Background: an optimization exercise with open tools, aiming at small area, a short achievable clock period and few clock cycles per item. Do not read the settings as production practice.
In this exercise RTL edits were held to simulation tests only and were not proved equivalent to the original.
Power is estimated from default activity; no workload was simulated.

Design modular_exponentiation_core, start of the top module:
module modular_exponentiation_core
(
	input logic clk,
	input logic arst_n,
	input logic cfg_valid,
	output logic cfg_ready,
	input logic [mexp_pkg::FIELD_W-1:0] cfg_modulus,
	input logic req_valid,
	output logic req_ready,
	input logic [mexp_pkg::FIELD_W-1:0] req_message,
	input logic [mexp_pkg::FIELD_W-1:0] req_exponent,
	output logic rsp_valid,
	input logic rsp_ready,
	output logic [mexp_pkg::FIELD_W-1:0] rsp_power_mod
);
Size: about 220 flip-flops, roughly 140 I/O pins.
clock: 8.0 ns
lec_check: 0
cap_margin: 20
core_margin: 2
core_utilization: 40
setup_slack_margin: 4.2
slew_margin: 20
run.sh (not shown) runs the stock make flow with config.mk's settings and CLKGATE_MAP_FILE= SYNTH_SCRIPT=/design/flow/synth_recipe.tcl, a recipe that flattens the netlist after the stock synthesis.
The first run finished with timing, DRC and antenna clean.
Testbench counts at the start, summed over its fixed seeds: cycles 288,092, items 192.
Edit:
--- a/flow/config.mk
+++ b/flow/config.mk
@@ -10,0 +11 @@
+export PLACE_DENSITY = 0.75
After rerunning: Sequential power hardly moves. Core utilization drops by 0.87 points. Global-route usage fell by 0.57 points. Routed wire length is lower by 3.1%. Worst hold slack is better by 13 ps. Clock skew stays flat. Non-clock buffer count falls by 6.
Edit:
--- a/flow/config.mk
+++ b/flow/config.mk
@@ -11,2 +11 @@
-export PLACE_DENSITY = 0.75
-export SETUP_SLACK_MARGIN = 4.2
+export SETUP_SLACK_MARGIN = 4.0
=>
- The changed run ran to the end with no violations
- non-clock buffer count went down by 4
- worst hold slack degrades by 10 ps
- clock power went up by 23%
- synthesized area does not change
- routed wire length went up by 0.73%
- clock-buffer cell count is unchanged
- final area went up by 0.88%
- utilization went up by 0.42 points
Edit:
--- a/flow/config.mk
+++ b/flow/config.mk
@@ -11 +11,2 @@
-export SETUP_SLACK_MARGIN = 4.0
+export PLACE_DENSITY = 0.85
+export SETUP_SLACK_MARGIN = 4.3
What happened: Cell area went up by 2.2%; die area stays the same; utilization went up by 1.1 points; via count went up by 7.9%; sequential share of layout area went down by 0.67 points; hold slack gets better by 5.0 ps; combinational power went up by 9.6%; total power went up by 3.3%; worst setup slack gets better by 180 ps; clock skew hardly moves.
Edit:
--- a/flow/config.mk
+++ b/flow/config.mk
@@ -10,3 +10,2 @@
-export CORE_UTILIZATION = 40
-export PLACE_DENSITY = 0.85
-export SETUP_SLACK_MARGIN = 4.3
+export CORE_UTILIZATION = 55
+export SETUP_SLACK_MARGIN = 4.2
What happened: Design area goes down by 2.5%. Combinational power goes down by 6.7%. Routed wire length goes down by 11%. Worst setup slack stays flat. Synthesized area stays the same. Die area goes down by 27%. Synthesized cell count is unchanged.


== run 1 ==
modular_exponentiation_core again, from the RTL that the note above started with.
==> flow/design.v (excerpt) <==
module modular_exponentiation_core
(
	input logic clk,
	input logic arst_n,
	input logic cfg_valid,
	output logic cfg_ready,
	input logic [mexp_pkg::FIELD_W-1:0] cfg_modulus,
	input logic req_valid,
	output logic req_ready,
	input logic [mexp_pkg::FIELD_W-1:0] req_message,
	input logic [mexp_pkg::FIELD_W-1:0] req_exponent,
	output logic rsp_valid,
	input logic rsp_ready,
	output logic [mexp_pkg::FIELD_W-1:0] rsp_power_mod
);
	localparam int N = mexp_pkg::OPERAND_WIDTH;
	localparam int RW = mexp_pkg::RES_W;
	localparam int L = mexp_pkg::LOW_W;
	localparam int HW = mexp_pkg::TOP_W;
	typedef enum logic [3:0] {
		S_IDLE,    
		S_PREP,    
		S_RED,     
		S_CRED,    
		S_SCAN,    
		S_SQR,     
		S_MUL,     
		S_CMUL,    
		S_FIX,     
		S_DBL,     
		S_CFIX,    
		S_SHR,     
		S_ONE,     
		S_ZERO,    
		S_RSP      
	} state_t;
	state_t state_q, state_d, state_n;
	logic ready_q, ready_d;
	logic rsp_valid_q, rsp_valid_d;
	logic cfg_ready_q;
	logic m_def_q;     
	logic m_norm_q;    
	logic sq_q;        
	logic fixed_q;     
	logic [N-1:0] m_q;
	logic [4:0] k_q;
  ...
clock: 8.0 ns
lec_check: 0
cap_margin: 20
core_margin: 2
core_utilization: 40
setup_slack_margin: 4.6
slew_margin: 20
Testbench counts of run 1, summed over its fixed seeds: cycles 288,092, items 192.
The following lists how run 2 was set up differently from run 1:
- changing SETUP_SLACK_MARGIN from 4.6 to 4.2
- setting PLACE_DENSITY to 0.75 for the first time
==> flow/flow/run.sh (new file) <==
#!/bin/bash
# The standard layout, with the port buffers taken as the smallest buffer
# (sky130_fd_sc_hd__buf_1) instead of the delay buffer buffer_ports picks
# by itself (every input and output port still gets its buffer), and with
# gate sizing free to change a cell's footprint.
set -e
export BUFFER_PORTS_ARGS="-buffer_cell sky130_fd_sc_hd__buf_1"
bash standard.sh MATCH_CELL_FOOTPRINT=0 finish > standard.log 2>&1
==> flow/standard.sh (new file) <==
#!/bin/bash
# synth_recipe.tcl (not shown) runs the flow's synth.tcl, then flattens the netlist and writes it again
# the make line also repeats each setting of config.mk as NAME=value (left out here)
make -C /OpenROAD-flow-scripts/flow DESIGN_CONFIG=/design/flow/config.mk WORK_HOME=/design/flow/orfs CLKGATE_MAP_FILE= SYNTH_SCRIPT=/design/flow/synth_recipe.tcl "${@:-finish}"
removed: flow/run.sh
## What came out
- Run 2 against run 1: depth of the critical timing path with buffers and inverters included -1; final hold slack now sits at about the same level; clock power shrank by about 10%.
- In the tables for run 1 and run 2, count of cells along the worst register-to-register path reads lower with run 2.
- On global-route usage: between run 1 and run 2, it ends up higher for run 1.
### run 2 -> run 3
- a change of SETUP_SLACK_MARGIN from 4.2 to 4.3
==> flow/run.sh (new file) <==
#!/bin/bash
# synth_recipe.tcl (not shown) runs the flow's synth.tcl, then flattens the netlist and writes it again
# the make line also repeats each setting of config.mk as NAME=value (left out here)
make -C /OpenROAD-flow-scripts/flow DESIGN_CONFIG=/design/flow/config.mk WORK_HOME=/design/flow/orfs CLKGATE_MAP_FILE= SYNTH_SCRIPT=/design/flow/synth_recipe.tcl finish
removed: flow/flow/run.sh
removed: flow/standard.sh
### Flow results
- Between run 2 and run 3, critical path depth is higher for run 3, run 2 comes in under that.
- Run 3 leaves more setup margin than run 2.
- Non-clock buffer count, run 2 and run 3: higher on run 2
- The run showing the smaller clock-buffer cell count is run 3.
- Worst-path maximum fanout in run 3 is 2 higher than in run 2
- Summary of the comparison: final critical delay including setup and external delays is lower in run 3, relative to run 2.
- Number of inserted filler cells in the final layout delta for run 3 relative to run 2: about 4% lower
- Run 3 ended up with ac_q[27] as its origin of the worst setup path; run 2 ended up with ls_q[0].
- A last element of the critical path of h_q[4] is what run 3 shows, while x_q[27] belongs to run 2.
### run 3 -> run 4
- PLACE_DENSITY no longer set, was 0.75
- SETUP_SLACK_MARGIN now 4.4, was 4.3
Results
- After detailed routing, run 3 needs less wire than run 4.
- Largest stage delay on the critical path delta (run 3 -> run 4): insignificant
- Diff run 3 -> run 4 | via count | down slightly
- Against run 3, run 4 reports a met1 track utilization from global routing that is higher.
- Looking at total power across both flows, run 4 is the weaker of the two, with run 3 ahead.
- Compared with run 3, run 4 shows a post-route worst hold slack that is 0.0043 ns lower.
- The critical path startpoint comes out b_q in one run and ac_q[27] in the other, namely in run 4 and run 3 respectively.
- Worst setup slack delta (run 4 -> run 3): insignificant
- The maximum clock frequency was comparable across run 4 and run 3.
> inputs changed (run 4 -> run 5)
- changing SETUP_SLACK_MARGIN from 4.4 to 4.1
- setting PLACE_DENSITY to 0.75 for the first time
Findings:
- Pin count of the biggest net entering global routing, run 4 and run 5, higher one = run 4.
- Run 4 consumes more power than run 5.
- Critical path depth (higher): run 5
- Between run 4 and run 5, first-iteration DRC count is higher for run 4, run 5 comes in under that.
- Capture point of the critical path: h_q[3] -> run 4, h_q[5] -> run 5
#### Input delta (run 6 over run 5)
- a change of SLEW_MARGIN from 20 to 10
- a change of CAP_MARGIN from 20 to 10
- a change of SETUP_SLACK_MARGIN from 4.1 to 4.2
Note that the initial DRC count recorded for run 6 amounts to 1.2 times the value seen in run 5. Going from run 5 to run 6, sequential share of cell area stayed essentially flat, power density over the cells level, final worst-path cycle share saw a decrease, met2 track utilization from global routing -0.50 points, number of combinational gates with multiple inputs flat. Delta (run 6 minus run 5): via count stayed essentially flat, peak ir drop on the vdd network now smaller. Cell area went up slightly going from run 5 to run 6.

-- afterwards: timing with drivers on the ports --
No port has a modelled driver above. Below, the same layouts with a new extraction and two added sets of constraints. Step 1 (the two cells are an assumption about what drives the block):
set clk [get_ports {clk}]
set_driving_cell -lib_cell sky130_fd_sc_hd__clkbuf_16 $clk
set_driving_cell -lib_cell sky130_fd_sc_hd__buf_2 [delete_from_list [all_inputs] $clk]
Step 2 adds t to the input delays and takes it off the output delays; t is the mean of the earliest and latest rising clock arrival at the registers after step 1. Input paths then give back, and output paths get back, about the clock's delay inside the block. Slacks: ideal ports / drivers / drivers and shift; pairs: ideal ports / drivers.
run | shift t [ns] | slack for setup (ns) | slew at the worst register clock pin (ns) | worst data-port slew with drivers (ns)
the first run of note 1 | 0.598 | 4.287 / 4.287 / 4.287 | 0.06 / 0.06 | 0.05
the second run of note 1 | 0.571 | 4.253 / 4.253 / 4.253 | 0.06 / 0.06 | 0.06
the third run of note 1 | 0.605 | 4.084 / 4.084 / 4.084 | 0.06 / 0.06 | 0.04
the fourth run of note 1 | 0.582 | 4.266 / 4.266 / 4.266 | 0.07 / 0.07 | 0.05
the fifth run of note 1 | 0.585 | 4.268 / 4.268 / 4.268 | 0.06 / 0.06 | 0.05
run 1 | 0.584 | 4.319 / 4.319 / 4.319 | 0.07 / 0.07 | 0.05
run 2 | 0.584 | 4.170 / 4.170 / 4.170 | 0.07 / 0.07 | 0.05
run 3 | 0.565 | 4.185 / 4.185 / 4.185 | 0.06 / 0.06 | 0.05
run 4 | 0.588 | 4.182 / 4.182 / 4.182 | 0.06 / 0.06 | 0.04
run 5 | 0.568 | 4.212 / 4.212 / 4.212 | 0.06 / 0.06 | 0.06
run 6 | 0.571 | 4.253 / 4.253 / 4.253 | 0.06 / 0.06 | 0.06
After both steps setup and hold are still met in every run listed.
